This design comes from an exercise in tuning for small area on the open sky130 flow, not from production work. The RTL was checked by simulation tests, not by an equivalence proof against the original design. No activity file was given, so power comes from the tool's default toggle rates.

==> flow/design.v <==
`timescale 1ns/1ns
package pi_pkg;
  localparam int adc_wid = 18;                        
  localparam int err_wid = adc_wid + 1;               
  localparam int consts_wid  = 48;
  localparam int consts_frac = 33;
  localparam int mul_wid     = consts_wid + err_wid;  
  localparam int sum_wid     = mul_wid + 1;           
  localparam int dac_data_wid  = 20;
  localparam int dac_frame_wid = 24;
  localparam logic [3:0] dac_code = 4'b0010;          
  localparam int keep_frac = dac_data_wid - adc_wid;  
  localparam int delay_wid = 16;                      
  typedef enum logic [2:0] {
    idle,    
    delay,   
    adc,     
    mul,     
    dac      
  } loop_state_t;
  typedef struct packed {
    logic signed [adc_wid-1:0]    setpt;   
    logic signed [consts_wid-1:0] alpha;   
    logic signed [consts_wid-1:0] p;
    logic [delay_wid-1:0]         delay;
  } loop_cfg_t;
  typedef struct packed {
    logic signed [err_wid-1:0] err_cur;
    logic signed [sum_wid-1:0] adj;    
  } loop_status_t;
endpackage
`timescale 1ns/1ns
module pi_loop_top (
  input  logic                 clk,
  input  logic                 rst_n,
  input  logic                 arm,
  input  logic signed [17:0]   cfg_setpt,    
  input  logic signed [47:0]   cfg_alpha,    
  input  logic signed [47:0]   cfg_p,        
  input  logic [15:0]          cfg_delay,    
  output logic                 adc_sck,
  output logic                 adc_conv,
  input  logic                 adc_in,
  output logic                 dac_sck,
  output logic                 dac_ss,
  output logic                 dac_out,
  output logic signed [18:0]   status_err_cur,
  output logic signed [67:0]   status_adj
);
  localparam logic [1:0] s_idle = 2'd0, s_dly = 2'd1, s_run = 2'd2, s_dac = 2'd3;
  logic [1:0]  st;
  logic        cap, clr;           
  logic [15:0] n;                  
  wire idle = (st == s_idle);
  wire dly  = (st == s_dly);
  wire run  = (st == s_run);       
  wire dacp = (st == s_dac);       
  wire [6:0] n7 = n[6:0];
  wire [7:0] n8 = n[7:0];
  wire tdone   = dly && !cap && (&n[15:1]);  
  wire run_end = run && (n7 == 7'd96);
  wire dac_end = dacp && (n8 == 8'd192);
  always_ff @(posedge clk) begin
    if (!rst_n) begin
      st  <= s_idle;
      cap <= 1'b0;
      clr <= 1'b0;
    end else begin
      cap <= idle && arm;
      clr <= idle && !arm;
      case (st)
        s_idle:  if (arm) st <= s_dly;
        s_dly:   if (tdone) st <= s_run;
        s_run:   if (run_end) st <= s_dac;
        default: if (dac_end) st <= s_idle;
      endcase
    end
  end
  always_ff @(posedge clk) begin
    if (cap) n <= ~{cfg_delay[15:1], cfg_delay[0] | ~|cfg_delay};  
    else if (run_end) n <= '0;
    else n <= n + 1'b1;
  end
  logic signed [47:0] alpha_q, p_q;
  logic [18:0]        ws;          
  logic               tbit;        
  logic signed [18:0] err_q;
  logic signed [67:0] adj_q;
  logic               epz;         
  always_ff @(posedge clk) begin
    if (cap) begin
      alpha_q <= cfg_alpha;
      p_q     <= cfg_p;
    end
  end
  wire       samp  = run && (n7[1:0] == 2'd3) && (n7 <= 7'd71);
  wire [4:0] kb    = n7[6:2];      
  wire       t_new = ws[18];
  wire       nz    = adc_in ^ t_new;
  wire       dneg  = nz && ((kb == 5'd0) ? adc_in : t_new);
  logic [18:0] ws_next;
  always_comb begin
    logic bw;
    bw = dneg;
    ws_next[0] = nz;
    for (int b = 0; b < 18; b++) begin
      ws_next[b+1] = ws[b] ^ bw;
      bw = bw && !ws[b];
    end
  end
  always_ff @(posedge clk) begin
    if (cap) ws <= {cfg_setpt, 1'b1};
    else if (samp) ws <= ws_next;
    if (samp) tbit <= t_new;
  end
  always_ff @(posedge clk) begin
    if (run && n7 == 7'd75) err_q <= {~ws[18], ws[17:0]};
  end
  assign adc_conv = run && (n7 <= 7'd1);
  assign adc_sck  = run && !n7[1] && (n7 >= 7'd4) && (n7 <= 7'd73);
  logic [67:0] qr;                 
  logic        msb, c1, c2;        
  wire       act   = run && (n7 <= 7'd75);
  wire [1:0] j     = n7[1:0];
  wire [4:0] i     = n7[6:2];      
  wire       first = (i == 5'd0);
  logic ep_b, a_b;
  always_comb begin
    ep_b = 1'b0; a_b = 1'b0;
    for (int k = 0; k <= 18; k++) begin
      if (i == k[4:0]) begin
        if (k >= 1) a_b = adj_q[18-k];
        ep_b = err_q[18-k];
      end
    end
  end
  wire aen  = !first && ws[0];      
  wire aneg = tbit ^ (i == 5'd1);
  wire pen  = ep_b && !epz;
  wire pneg = !first;
  wire [67:0] alpha_x = {{20{alpha_q[47]}}, alpha_q};
  wire [67:0] p_x     = {{20{p_q[47]}}, p_q};
  wire [67:0] ash_x   = {18'd0, adj_q[67:18]};
  logic [16:0] ach, pch, shch;
  always_comb begin
    case (j)
      2'd0: begin ach = alpha_x[16:0];  pch = p_x[16:0];  shch = ash_x[16:0];  end
      2'd1: begin ach = alpha_x[33:17]; pch = p_x[33:17]; shch = ash_x[33:17]; end
      2'd2: begin ach = alpha_x[50:34]; pch = p_x[50:34]; shch = ash_x[50:34]; end
      default: begin ach = alpha_x[67:51]; pch = p_x[67:51]; shch = ash_x[67:51]; end
    endcase
  end
  wire [16:0] u = first ? shch : {qr[15:0], (j == 2'd0) ? a_b : msb};
  wire [16:0] v = aen ? (ach ^ {17{aneg}}) : 17'd0;
  wire [16:0] w = pen ? (pch ^ {17{pneg}}) : 17'd0;
  wire [16:0] cs = u ^ v ^ w;
  wire [16:0] cc = (u & v) | (u & w) | (v & w);
  wire        k1 = (j == 2'd0) ? (aen & aneg) : c1;
  wire        k2 = (j == 2'd0) ? (pen & pneg) : c2;
  wire [17:0] r  = {1'b0, cs} + {1'b0, cc[15:0], k1} + {17'd0, k2};
  always_ff @(posedge clk) begin
    msb <= qr[16];
    c1  <= cc[16];
    c2  <= r[17];
    qr  <= {act ? r[16:0] : qr[16:0], qr[67:17]};
  end
  wire a_ld   = rst_n && run && (n7 == 7'd95);
  wire a_hold = rst_n && !clr && !(run && (n7 == 7'd95));
  wire [67:0] qperm = {qr[16:0], qr[67:51], qr[50:34], qr[33:17]};
  always_ff @(posedge clk) begin
    adj_q <= (qperm & {68{a_ld}}) | (adj_q & {68{a_hold}});
    if (!rst_n || clr) epz <= 1'b1;
    else if (a_ld) epz <= 1'b0;
  end
  wire [36:0] rt   = adj_q[67:31];
  wire        fits = (&rt[36:19]) || !(|rt[36:19]);
  wire [4:0]  fb   = n8[7:3];      
  logic [31:0] word_msb;           
  always_comb begin
    word_msb = '0;
    for (int k = 4; k < 24; k++) word_msb[k] = rt[23-k];
  end
  wire code_bit = (fb == 5'd2);    
  wire sat_bit  = rt[36] ^ (fb != 5'd4);  
  assign dac_out = (fb < 5'd4) ? code_bit : (fits ? word_msb[fb] : sat_bit);
  assign dac_ss  = !(dacp && (n8 < 8'd192));
  assign dac_sck = dacp && (n8 < 8'd192) && n8[2];
  assign status_err_cur = err_q;
  assign status_adj     = adj_q;
endmodule
==> flow/flow/run.sh <==
#!/bin/bash
# Standard ORFS layout (the standard.sh, standard synthesis), with two changes:
# the port buffers use the smallest buffer cell, and clock tree synthesis inserts no
# dummy loads. Each make run writes its full output to a log file here.
set -euo pipefail
export BUFFER_PORTS_ARGS="-buffer_cell sky130_fd_sc_hd__buf_1"
export CTS_ARGS="-sink_clustering_enable -repair_clock_nets -dont_use_dummy_load -buf_list sky130_fd_sc_hd__clkbuf_8 -sink_clustering_size 20 -sink_clustering_max_diameter 60"
bash standard.sh > flow_standard.log 2>&1
==> flow/standard.sh <==
#!/bin/bash
# synth_recipe.tcl (not shown) runs the flow's synth.tcl, then flattens the netlist and writes it again
# the make line also repeats each setting of config.mk as NAME=value (left out here)
make -C /OpenROAD-flow-scripts/flow DESIGN_CONFIG=/design/flow/config.mk WORK_HOME=/design/flow/orfs CLKGATE_MAP_FILE= SYNTH_SCRIPT=/design/flow/synth_recipe.tcl "${@:-finish}"
==> flow/config.mk <==
export PLATFORM = sky130hd
export DESIGN_NAME = pi_loop_top
export DESIGN_NICKNAME = pi_loop_top
export VERILOG_FILES = /design/flow/design.v
export SDC_FILE = /design/flow/constraint.sdc
export NUM_CORES = 4
export LEC_CHECK = 0
export CAP_MARGIN = 0
export CORE_MARGIN = 2
export CORE_UTILIZATION = 55
export SLEW_MARGIN = 0
==> flow/constraint.sdc <==
create_clock -name core_clock -period 7.0 [get_ports {clk}]
set_input_delay 1.4000 -clock core_clock [delete_from_list [all_inputs] [get_ports {clk}]]
set_output_delay 1.4000 -clock core_clock [all_outputs]
set_load 0.01 [all_outputs]
==> metrics.yaml, run 1 <==
routed_wl_um: 33200
crit_arrival_ns: 5.98
drt-initial-drc-count: 858
rr_endpoint: "qr[59]"
cp_slowest_stage_delay_ns: 0.88
synth_seq_area_share_pct: 56.4
die-area_um2: 24600
core_um2: 22800
drv_slew: 0
nets: 1500
fp-row-count: 55
post_cts_buffers: 0
grt_usage_pct: 26.9
status: "complete, no violations"
rsz0062_at_grt: "no"
ir_drop_v: 0.000232
drc: 0
switching_share_pct: 42.7
power.share.combinational_pct: 46.9
drv_cap: 0
numCtsBuffers: 23
clk_pin_slew_ns: 0.12
cp-startpoint: "n[2]"
hold_viol: 0
reg2reg_depth: 15
gp_congestion: 0.935
die_h_um: 157
syn_avg_cell_area_um2: 11.5
antenna_found_initial: 0
finalClockSkew_ns: 0.122
tns_ns: 0
drtAntennaViolNets: 0
synth_cells: 1117
die_w_um: 157
critPathKind: "reg2reg"
synthTopCellsByArea: "edfxtp_1, dfxtp_1, a22o_1, ha_1, a21oi_1"
wire_per_inst_um: 20.6
yosys_warnings: 1
multiInputGateArea_um2: 5190
synthArstFlopShare_pct: 0
netlist_area_um2: 12900
worstPathMaxFanout: 25
slowest_stage: "dfxtp_1"
dr.pass1.iters: 6
r2r-start: "n[2]"
synth_top_area_share_pct: 31.3
setup_viol: 0
initial_utilization_pct: 56.4
p_total_mw: 6.11
synth_nets: 1311
ios: 226
cts_sinks: 295
ys_ff_latch: 295
hold_buffers: 0
crit_top_cell: "fa_1"
clock.fmax_mhz: 177
synth_area_leader_cell: "edfxtp_1"
place.port_buffers: 225
synth_edf_count: 134
synthToLayoutAreaGrowth_pct: 10.8
grt_pass1_wl_um: 50900
dp_hpwl_um: 24100
hold_path.class: "reg2reg"
final.fill_count: 1958
worst_skew_pair.late_latency_ns: 0.60
slew_headroom_pct: 22.7
p_int_mw: 3.50
num_vias: 9477
diodes: 0
grt_max_degree: 97
period_minus_slack_ns: 5.64
cts_max_level: 1
seqPwrFrac_pct: 39.9
synthFlopType: "dfxtp_1"
min_period_over_period_pct: 80.5
grt_pass1_vias: 9087
seq_area_um2: 7250
powerDensity_nw_per_um2: 429
clockPowerShare_pct: 13.2
worstSetupStartpointType: "flop"
switchingPower_mw: 2.61
worstMarginPinSlew_ns: 1.16
reg2reg_slack_ns: 1.36
required_ns: 7.35
drt-vias-per-instance: 5.86
critPathCapture: "qr[59]"
cts_resized: 0
cts_tree: "yes"
synth_cell_types: 61
cp_cell_sequence: "inv_1, nand2_1, a2111oi_0, or3_1, o221ai_2, nor2_1, fa_1, fa_1, fa_1, a211oi_1, o21a_1, o21bai_1, a21oi_1, xor2_1, o21ai_0"
end_kind: "flop"
cts-root-buf: "clkbuf_8"
grt_overflow: 0
clock_path_buffers: 3
power_leakage_nw: 5.14
drive_gt1_share_pct: 4.60
-- layout by cell type (no fill, tap or decap), types with 5 or more instances in the layout --
cell and instances:
a22oi_1 40, nor4_1 10, buf_4 13, nand3_1 15, dfxtp_1 160, fa_1 19, a211oi_1 5, mux2_2 6
a22o_1 69, nand4_1 10, mux4_2 5, a222oi_1 17, o21bai_1 7, nand2b_1 7, mux2i_1 7, and3_1 5
xnor2_1 30, a21o_1 6, nand2_1 79, edfxtp_1 134, nor2_1 58, a21oi_1 77, o31ai_1 34, nor3_1 17
inv_1 39, nor2b_1 5, o21ai_0 41, clkbuf_8 23, ha_1 38, buf_1 225, o22ai_1 17, xor2_1 32
-- final cells by class --
class / instances / area share (%)
well taps: 313 / 2.75
inverters: 40 / 1.05
multi-input cells: 708 / 36.4
flip-flops and latches: 295 / 50.9
clock buffers: 23 / 2.22
repair buffers: 238 / 6.62
-- worst max-delay path, delay by kind of cell, from the launching register on --
kind / cells / cell delay, ns
buf+inv: 1 / 0.36
xor+xnor: 1 / 0.18
compound gates: 7 / 1.76
simple gates: 3 / 0.76
fa+ha+maj: 3 / 1.43
flops: 1 / 0.88
-- stage by stage --
step | hold WS, ns | setup WS, ns | instances | instance area [um2] | utilization, %
global route | 0.286 | 0.981 | 1617 | 14200 | 62.5
detailed placement | 0.336 | 1.48 | 1594 | 13900 | 61.1
finish | 0.278 | 1.36 | 1617 | 14200 | 62.5
CTS | 0.285 | 1.44 | 1617 | 14200 | 62.5
global placement | 0.334 | 1.52 | 1594 | 13900 | 61.1
floorplan | 0.332 | 2.02 | 1117 | 12900 | -
-- power by group through the flow --
| stage | sequential [mW] | clock (mW) | combinational, mW |
|---|---|---|---|
| final | 2.44 | 0.804 | 2.87 |
| after global routing | 2.47 | 0.874 | 3.22 |
| after CTS | 2.43 | 0.824 | 2.88 |
| after detailed placement | 2.47 | 0 | 2.86 |
| after global placement | 2.46 | 0 | 2.84 |
| after floorplan | 2.33 | 0 | 2.18 |
-- worst min path at each step --
| stage | from | endpoint | slack [ns] | cells after the start |
|---|---|---|---|---|
| global placement | qr[47] | qr[30] | 0.33 | 0 |
| floorplan | qr[17] | qr[0] | 0.33 | 0 |
| CTS | qr[52] | qr[35] | 0.29 | 0 |
| finish | qr[52] | qr[35] | 0.28 | 0 |
| detailed placement | qr[26] | qr[9] | 0.34 | 0 |
| global route | qr[52] | qr[35] | 0.29 | 0 |
-- sequential cells by signal, indices dropped and copies added (netlist names), 2 cells and up --
name / count
n: 16
qr: 68
st: 2
ws: 19
err_q: 19
adj_q: 68
p_q: 48
alpha_q: 48
-- Yosys cell counts, types with 30 or more instances --
cell type and instances:
o21ai_0 41, edfxtp_1 134, ha_1 41, dfxtp_1 161
inv_1 39, a22o_1 69, xnor2_1 30, o31ai_1 34
xor2_1 32, clkbuf_1 57, nor2_1 59, a21oi_1 77
nand2_1 80, a22oi_1 40
-- kinds of logic (layout without fill, tap and decap cells) --
family,after synthesis,count (layout),share of synthesized area [%]
buffers and inverters,114,301,3.46
flip-flops,295,295,56.4
AND/OR/NAND/NOR,224,224,8.05
XOR/XNOR,63,63,4.35
AO/OA/AOI/OAI,343,343,18.9
multiplexers,18,18,1.95
adder cells (fa/ha/maj),60,60,6.95
-- per-layer routing --
layer | part of all wire, % | GRT usage (%)
met5 | 0 | 0
met4 | 2.8 | 7.78
met3 | 7.4 | 3.82
met2 | 45 | 42.0
met1 | 45 | 39.3
==> run 2: changes to the inputs <==
--- a/flow/flow/run.sh
+++ b/flow/flow/run.sh
@@ -5,4 +5,4 @@
 set -euo pipefail
 export BUFFER_PORTS_ARGS="-buffer_cell sky130_fd_sc_hd__buf_1"
-export CTS_ARGS="-sink_clustering_enable -repair_clock_nets -dont_use_dummy_load -buf_list sky130_fd_sc_hd__clkbuf_8 -sink_clustering_size 20 -sink_clustering_max_diameter 60"
+export CTS_ARGS="-sink_clustering_enable -repair_clock_nets -dont_use_dummy_load -buf_list sky130_fd_sc_hd__clkbuf_8 -sink_clustering_size 16 -sink_clustering_max_diameter 60"
 bash standard.sh > flow_standard.log 2>&1
==> metrics.yaml, run 2 <==
worst_skew_pair.late_latency_ns: 0.60  # about the same
synthTopCellsByArea: "edfxtp_1, dfxtp_1, a22o_1, ha_1, a21oi_1"
highest-signal-layer: "met4"
end_kind: "flop"
cts_max_level: 1  # unchanged
critPathKind: "reg2reg"
syn_avg_cell_area_um2: 11.5  # unchanged
dp_hpwl_um: 24100  # unchanged
dp_slack_ns: 1.48  # unchanged
nets: 1504  # +0.27%
synth_edf_count: 134  # unchanged
worstPathMaxFanout: 25  # unchanged
synth_area_leader_cell: "edfxtp_1"
gp_congestion: 0.935  # unchanged
place.port_buffers: 225  # unchanged
ios: 226  # unchanged
place_inst: 1594  # unchanged
clock_path_buffers: 3  # unchanged
reg.largest.list: "adj_q: 68 flops, qr: 68 flops"
wl_met1_um: 15100  # +0.98%
grt_max_degree: 97  # unchanged
worstMarginPinSlew_ns: 1.16  # +0.00460 ns
post_cts_buffers: 0  # unchanged
dr_wl_met3_um: 2470  # +0.65%
finalClockSkew_ns: 0.0797  # -0.0419 ns
critPathCapture: "qr[63]"
met2_length_um: 14900  # +0.16%
period_minus_slack_ns: 5.68  # +0.0421 ns
final.fill_count: 1948  # -0.51%
die_h_um: 157  # unchanged
seq_area_um2: 7250  # unchanged
switchingPower_mw: 2.63  # +0.86%
power_leakage_nw: 5.17  # +0.56%
seqPwrFrac_pct: 39.5  # -0.4 points
reg2reg_slack_ns: 1.32  # -0.04 ns
hold_buffers: 0  # unchanged
netlist_area_um2: 12900  # unchanged
yosysMostFrequentCell: "dfxtp_1"
worst_slack_ns: 1.32  # -0.0421 ns
synth_cells: 1117  # unchanged
synthFlopType: "dfxtp_1"
fin_cells: 1621  # +0.25%
cp_slowest_stage_delay_ns: 0.88  # about the same
drt-vias-per-instance: 5.84  # -0.28%
synthArstFlopShare_pct: 0  # unchanged
yosys_warnings: 1  # unchanged
rsz0062_at_grt: "no"
reg2reg_depth: 15  # unchanged
rr_endpoint: "qr[63]"
cp_cell_sequence: "inv_1, nand2_1, a2111oi_0, or3_1, o221ai_2, nor2_1, fa_1, fa_1, fa_1, a211oi_1, o211ai_1, a21oi_1, o21bai_1, xnor2_1, o21ai_0"
initial_utilization_pct: 56.4  # unchanged
min_period_over_period_pct: 81.1  # +0.60 points
drc: 0  # unchanged
antenna_found_initial: 0  # unchanged
synth_cell_types: 61  # unchanged
drtAntennaViolNets: 0  # unchanged
crit_top_cell: "fa_1"
cts_tree: "yes"
drive_gt1_share_pct: 4.89  # +0.29 points
grt_usage_pct: 27.1  # +0.18 points
slowest_stage: "dfxtp_1"
routed_wl_um: 33400  # +0.50%
mostFrequentLayoutCell: "buf_1"
netlist_top_cells_count: "dfxtp_1, edfxtp_1, nand2_1, a21oi_1, a22o_1"
tns_ns: 0  # unchanged
drv_slew: 0  # unchanged
crit_arrival_ns: 6.06  # +0.08 ns
numCtsBuffers: 27  # +17%
synth_seq_area_share_pct: 56.4  # unchanged
clockPowerShare_pct: 14.1  # +0.9 points
hold_viol: 0  # unchanged
grt_pass1_wl_um: 51300  # +0.68%
slew_headroom_pct: 22.4  # -0.31 points
worstSetupStartpointType: "flop"
drv_cap: 0  # unchanged
cts_sinks: 295  # unchanged
fp-row-count: 55  # unchanged
core_um2: 22800  # unchanged
grt_pass1_vias: 9109  # +0.24%
die_w_um: 157  # unchanged
multiInputGateArea_um2: 5190  # unchanged
p_int_mw: 3.55  # +1.4%
ir_drop_v: 0.000233  # +0.18%
synth_nets: 1311  # unchanged
cp-startpoint: "n[2]"
clock.fmax_mhz: 176  # -0.74%
required_ns: 7.38  # +0.03 ns
drt-initial-drc-count: 982  # +14%
num_vias: 9474  # -0.032%
cts-root-buf: "clkbuf_8"
dr.pass1.iters: 7  # +1
powerDensity_nw_per_um2: 432  # +0.78%
switching_share_pct: 42.6  # -0.13 points
ys_ff_latch: 295  # unchanged
synthToLayoutAreaGrowth_pct: 11.2
diodes: 0  # unchanged
hold_path.class: "reg2reg"
cts_resized: 0  # unchanged
clk_pin_slew_ns: 0.10  # -0.02 ns
grt_overflow: 0  # unchanged
wire_per_inst_um: 20.6  # +0.25%
status: "complete, no violations"
setup_viol: 0  # unchanged
synth_top_area_share_pct: 31.3  # unchanged
final_cell_mix: "buf_1, dfxtp_1, edfxtp_1"
die-area_um2: 24600  # unchanged
r2r-start: "n[2]"
power.share.combinational_pct: 46.4  # -0.5 points
==> run 2: routing by layer <==
metal / track usage, % / vias up
li1: - / 4537
met1: 39.1 / 4510
met2: 42.4 / 375
met3: 4.35 / 52
met4: 7.82 / 0
met5: 0 / -
==> run 2: area by class of cell <==
type	count	area share, %
Clock buffer	27	2.60
Inverter	40	1.05
Multi-Input combinational cell	708	36.3
Sequential cell	295	50.7
Tap cell	313	2.74
Timing Repair Buffer	238	6.59
==> run 2: worst max-delay path, delay by kind of cell, from the launching register on <==
kind            cells  cell delay, ns
compound gates      7            1.88
fa+ha+maj           3            1.43
buf+inv             1            0.36
flops               1            0.88
xor+xnor            1            0.13
simple gates        3            0.76
==> run 2: cell families after synthesis <==
kind of cell	Yosys count	synth area share (%)
AO/OA/AOI/OAI	343	18.9
flip-flops	295	56.4
AND/OR/NAND/NOR	224	8.05
buffers and inverters	114	3.46
XOR/XNOR	63	4.35
adder cells (fa/ha/maj)	60	6.95
multiplexers	18	1.95
==> run 2: through the flow <==
| step | cell area [um2] | power (mW) | hold slack (ns) | util, % |
|---|---|---|---|---|
| 2_1_floorplan | 12900 | 4.50 | 0.332 | - |
| 3_3_place_gp | 13900 | 5.30 | 0.334 | 61.1 |
| 3_5_place_dp | 13900 | 5.33 | 0.336 | 61.1 |
| 4_1_cts | 14300 | 6.19 | 0.321 | 62.8 |
| 5_1_grt | 14300 | 6.64 | 0.313 | 62.8 |
| 6_report | 14300 | 6.18 | 0.315 | 62.8 |
==> run 2: power groups by stage <==
stage / Clock, mW / Combinational [mW] / Sequential, mW
after global placement: 0 / 2.84 / 2.46
after CTS: 0.888 / 2.88 / 2.43
after floorplan: 0 / 2.18 / 2.33
after detailed placement: 0 / 2.86 / 2.47
final: 0.873 / 2.87 / 2.44
after global routing: 0.944 / 3.22 / 2.48
==> run 2: how the worst min path moves through the flow <==
stage / slack (ns) / startpoint / cells past startpoint / end
3_3_place_gp: 0.33 / qr[47] / 0 / qr[30]
4_1_cts: 0.32 / qr[19] / 0 / qr[2]
6_report: 0.31 / qr[61] / 0 / qr[44]
2_1_floorplan: 0.33 / qr[17] / 0 / qr[0]
5_1_grt: 0.31 / qr[52] / 0 / qr[35]
3_5_place_dp: 0.34 / qr[26] / 0 / qr[9]
==> run 3: changes to the inputs <==
--- a/flow/config.mk
+++ b/flow/config.mk
@@ -8,4 +8,4 @@
 export CAP_MARGIN = 0
 export CORE_MARGIN = 2
-export CORE_UTILIZATION = 55
+export CORE_UTILIZATION = 65
 export SLEW_MARGIN = 0
==> metrics.yaml, run 3 <==
core_um2: 19500  # -15%
wire_per_inst_um: 20.2  # -1.9%
critPathKind: "reg2reg"
synth_seq_area_share_pct: 56.4  # unchanged
required_ns: 7.41  # +0.03 ns
whs_ns: 0.281  # -0.0337 ns
p_total_mw: 6.07  # -1.7%
crit_top_cell: "fa_1"
ios: 226  # unchanged
finalClockSkew_ns: 0.0683  # -0.0115 ns
drv_cap: 0  # unchanged
hold_path.class: "reg2reg"
drt-initial-drc-count: 948  # -3.5%
die_h_um: 145  # -7.8%
clk_pin_slew_ns: 0.10  # about the same
rsz0062_at_grt: "no"
slowest_stage: "dfxtp_1"
drt-vias-per-instance: 6.08  # +4.1%
routed_wl_um: 31700  # -5.1%
end_kind: "flop"
holdPathStages: 0  # unchanged
power_leakage_nw: 5.14  # -0.62%
yosys_warnings: 1  # unchanged
worstMarginPinSlew_ns: 1.11  # -0.0537 ns
drtAntennaViolNets: 0  # unchanged
setup_viol: 0  # unchanged
die_w_um: 145  # -7.8%
syn_avg_cell_area_um2: 11.5  # unchanged
dpl_cell_area_um2: 13800  # -0.54%
worst_skew_pair.late_latency_ns: 0.57  # -0.03 ns
reg.largest.list: "adj_q: 68 flops, qr: 68 flops"
gp_congestion: 0.905  # -3.2%
tns_ns: 0  # unchanged
synthFlopType: "dfxtp_1"
num_vias: 9538  # +0.68%
synth_top_area_share_pct: 31.3  # unchanged
netlist_area_um2: 12900  # unchanged
grt_pass1_vias: 8978  # -1.4%
final_cell_mix: "buf_1, dfxtp_1, edfxtp_1"
crit_arrival_ns: 6.06  # about the same
hold_viol: 0  # unchanged
post_cts_buffers: 0  # unchanged
synth_edf_count: 134  # unchanged
synthArstFlopShare_pct: 0  # unchanged
netlist_top_cells_count: "dfxtp_1, edfxtp_1, nand2_1, a21oi_1, a22o_1"
crit_family: "compound AO/OA/AOI/OAI gates"
ir_drop_v: 0.000250  # +7.7%
drc: 0  # unchanged
hold_buffers: 0  # unchanged
synth_cell_types: 61  # unchanged
cts_max_level: 1  # unchanged
dr.pass1.iters: 6  # -1
synth_nets: 1311  # unchanged
status: "complete, no violations"
numCtsBuffers: 24  # -11%
worstSetupStartpointType: "flop"
synth_area_leader_cell: "edfxtp_1"
clock_path_buffers: 3  # unchanged
cp_cell_sequence: "inv_1, nand2_1, a2111oi_0, or3_1, o221ai_2, nor2_1, fa_1, fa_1, fa_1, a211oi_1, o211ai_1, a21oi_1, o21bai_1, xnor2_1, o21ai_0"
ys_ff_latch: 295  # unchanged
grt_overflow: 0  # unchanged
dp_hpwl_um: 23100  # -4.2%
yosysMostFrequentCell: "dfxtp_1"
cts_resized: 0  # unchanged
stdcell_area_um2: 14200  # -0.81%
synthToLayoutAreaGrowth_pct: 10.3
grt_pass1_wl_um: 48500  # -5.4%
clock.fmax_mhz: 177  # +0.59%
reg2reg_depth: 15  # unchanged
powerDensity_nw_per_um2: 428  # -0.92%
nets: 1499  # -0.33%
synth_cells: 1117  # unchanged
worstPathMaxFanout: 25  # unchanged
final_util_pct: 72.8  # +10 points
initial_utilization_pct: 66.1  # +9.6 points
mostFrequentLayoutCell: "buf_1"
place.port_buffers: 225  # unchanged
cts_tree: "yes"
period_minus_slack_ns: 5.65  # -0.0333 ns
slew_headroom_pct: 26.0  # +3.6 points
antenna_found_initial: 0  # unchanged
cts_sinks: 295  # unchanged
cts-root-buf: "clkbuf_8"
fp-row-count: 51  # -7.3%
cp.depth: 15  # unchanged
die-area_um2: 20900  # -15%
cp_num_buf_inv: 1  # unchanged
cp_slowest_stage_delay_ns: 0.90  # +0.02 ns
drive_gt1_share_pct: 4.53  # -0.36 points
diodes: 0  # unchanged
drv_slew: 0  # unchanged
synthTopCellsByArea: "edfxtp_1, dfxtp_1, a22o_1, ha_1, a21oi_1"
min_period_over_period_pct: 80.6  # -0.48 points
grt_max_degree: 97  # unchanged
grt_usage_pct: 30.4  # +3.3 points
## run 3: cell counts after synthesis
No cell type changed its count.
## run 3: kinds of logic (layout without fill, tap and decap cells)
| kind of cell | Yosys count | after routing | share of synthesized area, % |
|---|---|---|---|
| compound gates | 343 | 343 | 18.9 |
| xor+xnor | 63 | 63 | 4.35 |
| fa+ha+maj | 60 | 60 | 6.95 |
| buf+inv | 114 | 300 | 3.46 |
| flops | 295 | 295 | 56.4 |
| mux | 18 | 18 | 1.95 |
| simple gates | 224 | 224 | 8.05 |
## run 3: per-layer routing
metal	GRT usage, %	vias up	share of wire (%)
met1	43.7	4496	43
met4	9.81	0	3.3
met3	4.90	65	7.9
met5	0	-	0
met2	47.7	451	45
li1	-	4526	-
## run 3: through the flow
step                      cells  setup slack, ns
after floorplan            1117             2.02
after CTS                  1568             1.41
after global routing       1568            0.973
final                      1568             1.35
after detailed placement   1544             1.44
after global placement     1544             1.64
## run 3: worst reg2reg max path: stages, from the launching register on
cell	delay [ns]
dfxtp_1	0.90
inv_1	0.35
nand2_1	0.15
a2111oi_0	0.10
or3_1	0.45
o221ai_2	0.72
nor2_1	0.17
fa_1	0.50
fa_1	0.51
fa_1	0.45
a211oi_1	0.39
o211ai_1	0.20
a21oi_1	0.25
o21bai_1	0.13
xnor2_1	0.14
o21ai_0	0.08
## run 3: where the power goes
part / switching (mW) / internal [mW]
Clock: 0.512 / 0.307
Combinational: 1.76 / 1.07
Sequential: 0.297 / 2.14
## run 3: cell type report
type	instances	area, um2
Sequential cell	295	7250
Fill cell	1469	5290
Multi-Input combinational cell	708	5190
Timing Repair Buffer	236	927
Tap cell	265	332
Clock buffer	24	330
Inverter	40	150
## run 3: worst paths after layout
check	slack [ns]	end	start
worst max-delay path	1.35	qr[63]	n[2]
worst min-delay path	0.28	qr[3]	qr[20]
worst max register to register	1.35	qr[63]	n[2]
worst min register to register	0.28	qr[3]	qr[20]
==> run 4: changes to the inputs <==
--- a/flow/flow/run.sh
+++ b/flow/flow/run.sh
@@ -5,4 +5,4 @@
 set -euo pipefail
 export BUFFER_PORTS_ARGS="-buffer_cell sky130_fd_sc_hd__buf_1"
-export CTS_ARGS="-sink_clustering_enable -repair_clock_nets -dont_use_dummy_load -buf_list sky130_fd_sc_hd__clkbuf_8 -sink_clustering_size 16 -sink_clustering_max_diameter 60"
+export CTS_ARGS="-sink_clustering_enable -repair_clock_nets -dont_use_dummy_load -buf_list sky130_fd_sc_hd__clkbuf_4 -sink_clustering_size 10 -sink_clustering_max_diameter 40"
 bash standard.sh > flow_standard.log 2>&1
==> metrics.yaml, run 4 <==
die-area_um2: 20900  # unchanged
period_minus_slack_ns: 5.67  # +0.0249 ns
grt_overflow: 0  # unchanged
num_vias: 9630  # +0.96%
antenna_found_initial: 1  # +1
synthFlopType: "dfxtp_1"
finalClockSkew_ns: 0.103  # +0.0344 ns
end_kind: "flop"
gp_congestion: 0.905  # unchanged
worstSetupStartpointType: "flop"
critPathKind: "reg2reg"
cts_tree: "yes"
die_h_um: 145  # unchanged
place.port_buffers: 225  # unchanged
wire_per_inst_um: 20.1  # -0.74%
drive_gt1_share_pct: 5.76  # +1.2 points
netlist_area_um2: 12900  # unchanged
ys_ff_latch: 295  # unchanged
cp_cell_sequence: "inv_1, nand2_1, a2111oi_0, or3_1, o221ai_2, nor2_1, fa_1, fa_1, fa_1, a211oi_1, o211ai_1, a21oi_1, o21ai_0, xnor2_1, o21ai_0"
multiInputGateArea_um2: 5190  # unchanged
routed_wl_um: 31800  # +0.40%
synth_area_leader_cell: "edfxtp_1"
drt-initial-drc-count: 949  # +0.11%
required_ns: 7.43  # +0.02 ns
initial_utilization_pct: 66.1  # unchanged
reg.largest.list: "adj_q: 68 flops, qr: 68 flops"
synth_cells: 1117  # unchanged
seq_area_um2: 7250  # unchanged
drc: 0  # unchanged
cts_resized: 0  # unchanged
dr.pass1.iters: 5  # -1
slew_headroom_pct: 25.1  # -0.91 points
yosys_warnings: 1  # unchanged
power_leakage_nw: 5.15  # +0.31%
final_cell_mix: "buf_1, dfxtp_1, edfxtp_1"
clock_path_buffers: 3  # unchanged
clk_pin_slew_ns: 0.10  # about the same
hold_path.class: "reg2reg"
slowest_stage: "dfxtp_1"
crit_family: "compound AO/OA/AOI/OAI gates"
grt_usage_pct: 30.8  # +0.35 points
cts_max_level: 2  # +1
grt_pass1_wl_um: 48700  # +0.54%
drv_cap: 0  # unchanged
drtAntennaViolNets: 0  # unchanged
ir_drop_v: 0.000275  # +9.8%
post_cts_buffers: 0  # unchanged
final_util_pct: 72.7  # -0.10 points
status: "complete, no violations"
crit_arrival_ns: 6.10  # +0.04 ns
die_w_um: 145  # unchanged
dp_hpwl_um: 23100  # unchanged
worstPathMaxFanout: 25  # unchanged
grt_max_degree: 97  # unchanged
synth_edf_count: 134  # unchanged
core_um2: 19500  # unchanged
synthTopCellsByArea: "edfxtp_1, dfxtp_1, a22o_1, ha_1, a21oi_1"
hold_buffers: 0  # unchanged
clock.fmax_mhz: 176  # -0.44%
numCtsBuffers: 41  # +71%
nets: 1516  # +1.1%
drt-vias-per-instance: 6.07  # -0.18%
syn_avg_cell_area_um2: 11.5  # unchanged
synthToLayoutAreaGrowth_pct: 10.1
worst_skew_pair.late_latency_ns: 0.69  # +0.12 ns
fp-row-count: 51  # unchanged
crit_top_cell: "fa_1"
worstMarginPinSlew_ns: 1.12  # +0.0136 ns
synth_top_area_share_pct: 31.3  # unchanged
ios: 226  # unchanged
synth_cell_types: 61  # unchanged
hold_viol: 0  # unchanged
tns_ns: 0  # unchanged
synthArstFlopShare_pct: 0  # unchanged
synth_nets: 1311  # unchanged
powerDensity_nw_per_um2: 427  # -0.34%
whs_ns: 0.248  # -0.0335 ns
place_inst: 1544  # unchanged
rsz0062_at_grt: "no"
fin_cells: 1586  # +1.1%
drv_slew: 0  # unchanged
setup_viol: 0  # unchanged
reg2reg_slack_ns: 1.33  # -0.02 ns
p_total_mw: 6.05  # -0.48%
yosysMostFrequentCell: "dfxtp_1"
netlist_top_cells_count: "dfxtp_1, edfxtp_1, nand2_1, a21oi_1, a22o_1"
cp_slowest_stage_delay_ns: 0.90  # about the same
cts_sinks: 295  # unchanged
cp_num_buf_inv: 1  # unchanged
grt_pass1_vias: 9109  # +1.5%
min_period_over_period_pct: 81.0  # +0.36 points
mostFrequentLayoutCell: "buf_1"
final.fill_count: 1477  # +0.54%
synth_seq_area_share_pct: 56.4  # unchanged
cts-root-buf: "clkbuf_4"
## run 4: area by class of cell
cell class	instances	area share, %
Sequential cell	295	51.2
Multi-Input combinational cell	708	36.6
Timing Repair Buffer	236	6.55
Tap cell	265	2.34
Clock buffer	41	2.17
Inverter	40	1.06
Antenna cell	1	0.0177
## run 4: stage by stage
step                      cell area (um2)  worst slack (ns)
after global routing                14200             0.978
after floorplan                     12900              2.02
after global placement              13800              1.64
final                               14200              1.33
after CTS                           14200              1.39
after detailed placement            13800              1.44
## run 4: final timing paths
kind | from | cells past startpoint | end
setup reg to reg | n[2] | 15 | qr[67]
hold reg to reg | qr[67] | 0 | qr[50]
hold / removal | qr[67] | 0 | qr[50]
setup / recovery | n[2] | 15 | qr[67]
## run 4: worst reg2reg max path, cell delays in order (launching register included)
cell	delay (ns)
dfxtp_1	0.90
inv_1	0.35
nand2_1	0.16
a2111oi_0	0.11
or3_1	0.45
o221ai_2	0.72
nor2_1	0.17
fa_1	0.50
fa_1	0.51
fa_1	0.45
a211oi_1	0.39
o211ai_1	0.20
a21oi_1	0.20
o21ai_0	0.13
xnor2_1	0.15
o21ai_0	0.09
## run 4: power by group
group / switching, mW / total (mW) / internal, mW / leakage, nW
Sequential: 0.295 / 2.43 / 2.14 / 2.56
Clock: 0.524 / 0.794 / 0.270 / 0.189
Combinational: 1.76 / 2.82 / 1.06 / 2.40
Total: 2.57 / 6.05 / 3.47 / 5.15
## run 4: logic make-up after synthesis
kind of cell               share of synthesized area [%]
adders and majority gates                           6.95
xor gates and xnor gates                            4.35
buffers and inverters                               3.46
DFF                                                 56.4
and+or+nand+nor                                     8.05
AOI/OAI and AO/OA                                   18.9
muxes                                               1.95
## run 4: routing by layer
metal	part of all wire [%]	global-route usage (%)	vias to the layer above	wire length, um
met5	0	0	-	0
met4	3.7	12.2	0	1160
met3	8.3	5.30	72	2660
met2	45	47.4	455	14400
li1	-	-	4581	-
met1	43	43.7	4522	13600
==> run 5: changes to the inputs <==
--- a/flow/flow/run.sh
+++ b/flow/flow/run.sh
@@ -5,4 +5,4 @@
 set -euo pipefail
 export BUFFER_PORTS_ARGS="-buffer_cell sky130_fd_sc_hd__buf_1"
-export CTS_ARGS="-sink_clustering_enable -repair_clock_nets -dont_use_dummy_load -buf_list sky130_fd_sc_hd__clkbuf_4 -sink_clustering_size 10 -sink_clustering_max_diameter 40"
+export CTS_ARGS="-sink_clustering_enable -repair_clock_nets -dont_use_dummy_load -buf_list sky130_fd_sc_hd__clkbuf_4 -sink_clustering_size 12 -sink_clustering_max_diameter 45"
 bash standard.sh > flow_standard.log 2>&1
==> metrics.yaml, run 5 <==
status: "complete, no violations"
core_um2: 19500  # unchanged
grt_pass1_vias: 9029  # -0.88%
ir_drop_v: 0.000253  # -8.1%
netlist_area_um2: 12900  # unchanged
cp_num_buf_inv: 1  # unchanged
gp_congestion: 0.905  # unchanged
reg.largest.list: "adj_q: 68 flops, qr: 68 flops"
synthToLayoutAreaGrowth_pct: 9.77
syn_avg_cell_area_um2: 11.5  # unchanged
cts_max_level: 2  # unchanged
yosys_warnings: 1  # unchanged
powerDensity_nw_per_um2: 424  # -0.60%
hold_path.class: "reg2reg"
cts_tree: "yes"
rsz0062_at_grt: "no"
cts-root-buf: "clkbuf_4"
grt_overflow: 0  # unchanged
final_cell_mix: "buf_1, dfxtp_1, edfxtp_1"
tns_ns: 0  # unchanged
dp_hpwl_um: 23100  # unchanged
crit_top_cell: "fa_1"
drc: 0  # unchanged
ys_ff_latch: 295  # unchanged
cts_sinks: 295  # unchanged
yosysMostFrequentCell: "dfxtp_1"
nets: 1510  # -0.40%
grt_max_degree: 97  # unchanged
die_w_um: 145  # unchanged
final.fill_count: 1498  # +1.4%
drv_cap: 0  # unchanged
routed_wl_um: 31800  # about the same
drt-initial-drc-count: 903  # -4.8%
die_h_um: 145  # unchanged
critPathKind: "reg2reg"
synth_seq_area_share_pct: 56.4  # unchanged
fin_cells: 1580  # -0.38%
slew_headroom_pct: 24.9  # -0.18 points
post_cts_buffers: 0  # unchanged
clock.fmax_mhz: 178  # +1.2%
clock_path_buffers: 3  # unchanged
grt_usage_pct: 30.9  # +0.093 points
switchingPower_mw: 2.56  # -0.65%
drtAntennaViolNets: 0  # unchanged
cp_slowest_stage_delay_ns: 0.89  # about the same
seqPwrFrac_pct: 40.6  # +0.4 points
mostFrequentLayoutCell: "buf_1"
power_leakage_nw: 5.13  # -0.54%
worst_skew_pair.late_latency_ns: 0.67  # -0.02 ns
p_total_mw: 5.99  # -0.92%
switching_share_pct: 42.7  # +0.11 points
synth_nets: 1311  # unchanged
slowest_stage: "dfxtp_1"
die-area_um2: 20900  # unchanged
dr.pass1.iters: 7  # +2
setup_viol: 0  # unchanged
p_int_mw: 3.43  # -1.1%
drive_gt1_share_pct: 5.33  # -0.43 points
synth_edf_count: 134  # unchanged
initial_utilization_pct: 66.1  # unchanged
finalClockSkew_ns: 0.0953  # -0.00738 ns
num_vias: 9629  # -0.010%
required_ns: 7.44  # about the same
synthTopCellsByArea: "edfxtp_1, dfxtp_1, a22o_1, ha_1, a21oi_1"
fp-row-count: 51  # unchanged
stdcell_area_um2: 14100  # -0.32%
synth_top_area_share_pct: 31.3  # unchanged
synth_cell_types: 61  # unchanged
min_period_over_period_pct: 80.1  # -0.95 points
crit_family: "compound AO/OA/AOI/OAI gates"
power.share.combinational_pct: 47.0  # +0.3 points
period_minus_slack_ns: 5.60  # -0.0664 ns
crit_arrival_ns: 6.05  # -0.05 ns
grt_pass1_wl_um: 48800  # +0.11%
place.port_buffers: 225  # unchanged
worstSetupStartpointType: "flop"
ios: 226  # unchanged
antenna_found_initial: 1  # unchanged
drv_slew: 0  # unchanged
clk_pin_slew_ns: 0.12  # +0.02 ns
worstMarginPinSlew_ns: 1.13  # +0.00274 ns
final_util_pct: 72.5  # -0.23 points
numCtsBuffers: 35  # -15%
hold_buffers: 0  # unchanged
hold_viol: 0  # unchanged
worstPathMaxFanout: 25  # unchanged
netlist_top_cells_count: "dfxtp_1, edfxtp_1, nand2_1, a21oi_1, a22o_1"
synth_cells: 1117  # unchanged
end_kind: "flop"
synthArstFlopShare_pct: 0  # unchanged
drt-vias-per-instance: 6.09  # +0.37%
place_inst: 1544  # unchanged
synthFlopType: "dfxtp_1"
cts_resized: 0  # unchanged
wire_per_inst_um: 20.1  # +0.38%
cp_cell_sequence: "inv_1, nand2_1, a2111oi_0, or3_1, o221ai_2, nor2_1, fa_1, fa_1, fa_1, a211oi_1, o211ai_1, a21oi_1, o21ai_0, xnor2_1, o21ai_0"
clockPowerShare_pct: 12.4  # -0.7 points
synth_area_leader_cell: "edfxtp_1"
dpl_cell_area_um2: 13800  # unchanged
## run 5: final timing paths
| check | start | end | slack [ns] | cells after the start |
|---|---|---|---|---|
| worst max-delay path | n[2] | qr[67] | 1.40 | 15 |
| worst min-delay path | qr[27] | qr[10] | 0.25 | 0 |
| worst max register to register | n[2] | qr[67] | 1.40 | 15 |
| worst min register to register | qr[27] | qr[10] | 0.25 | 0 |
## run 5: cells by family after synthesis
kind of cell / synth area share [%]
multiplexers: 1.95
AND/OR/NAND/NOR: 8.05
adder cells (fa/ha/maj): 6.95
AO/OA/AOI/OAI: 18.9
flip-flops: 56.4
XOR/XNOR: 4.35
buffers and inverters: 3.46
## run 5: area by class of cell
cell class,count,area (um2),share of cell area [%]
inverters,40,150,1.06
well taps,265,332,2.35
diodes,1,2.50,0.0177
flip-flops and latches,295,7250,51.4
repair buffers,236,927,6.57
clock buffers,35,263,1.86
multi-input cells,708,5190,36.8
## run 5: power groups by stage
stage	logic, mW	clock network [mW]	registers [mW]
2_1_floorplan	2.18	0	2.33
3_3_place_gp	2.75	0	2.44
3_5_place_dp	2.80	0	2.46
4_1_cts	2.81	0.753	2.42
5_1_grt	3.15	0.825	2.46
6_report	2.82	0.744	2.43
## run 5: metal layers
layer / part of all wire (%) / vias to the layer above / global-route usage (%)
met5: 0 / - / 0
met4: 3.5 / 0 / 11.5
met3: 8.7 / 68 / 5.43
met2: 46 / 450 / 47.2
met1: 42 / 4541 / 44.4
li1: - / 4570 / -
## run 5: through the flow
| step | setup WS [ns] | hold WS, ns |
|---|---|---|
| floorplan | 2.02 | 0.332 |
| global placement | 1.64 | 0.334 |
| detailed placement | 1.44 | 0.337 |
| CTS | 1.43 | 0.257 |
| global route | 0.990 | 0.240 |
| finish | 1.40 | 0.247 |
## run 5: worst reg2reg max path: stages (launching register included)
cell and delay (ns):
dfxtp_1 0.89, inv_1 0.35, nand2_1 0.15, a2111oi_0 0.11, or3_1 0.45, o221ai_2 0.71
nor2_1 0.16, fa_1 0.50, fa_1 0.51, fa_1 0.45, a211oi_1 0.39, o211ai_1 0.20
a21oi_1 0.20, o21ai_0 0.13, xnor2_1 0.15, o21ai_0 0.09

## port drivers added, routing unchanged
The results above use ideal ports. As a check the final layouts listed here were re-extracted and re-timed, cells and wires unchanged.
Step 1 (the two cells are an assumption about what drives the block):
set clk [get_ports {clk}]
set_driving_cell -lib_cell sky130_fd_sc_hd__clkbuf_16 $clk
set_driving_cell -lib_cell sky130_fd_sc_hd__buf_2 [delete_from_list [all_inputs] $clk]
Step 2 adds t to the input delays and takes it off the output delays; t is the mean of the earliest and latest rising clock arrival at the registers after step 1. Input paths then give back, and output paths get back, about the clock's delay inside the block.
a / b / c = ideal ports / drivers / drivers and shift; a / b = the first two.
run	t, ns	setup WS [ns]	worst setup path after step 2	latest minus earliest clock arrival (ns)	worst data-port slew with drivers (ns)
run 1	0.583	1.364 / 1.364 / 1.364	register to register	0.122 / 0.122	0.06
run 2	0.605	1.321 / 1.321 / 1.321	register to register	0.080 / 0.080	0.06
run 3	0.574	1.355 / 1.355 / 1.355	register to register	0.068 / 0.069	0.06
run 4	0.680	1.330 / 1.330 / 1.330	register to register	0.103 / 0.103	0.06
run 5	0.667	1.396 / 1.396 / 1.396	register to register	0.096 / 0.095	0.06
After both steps every run listed still meets setup and hold.
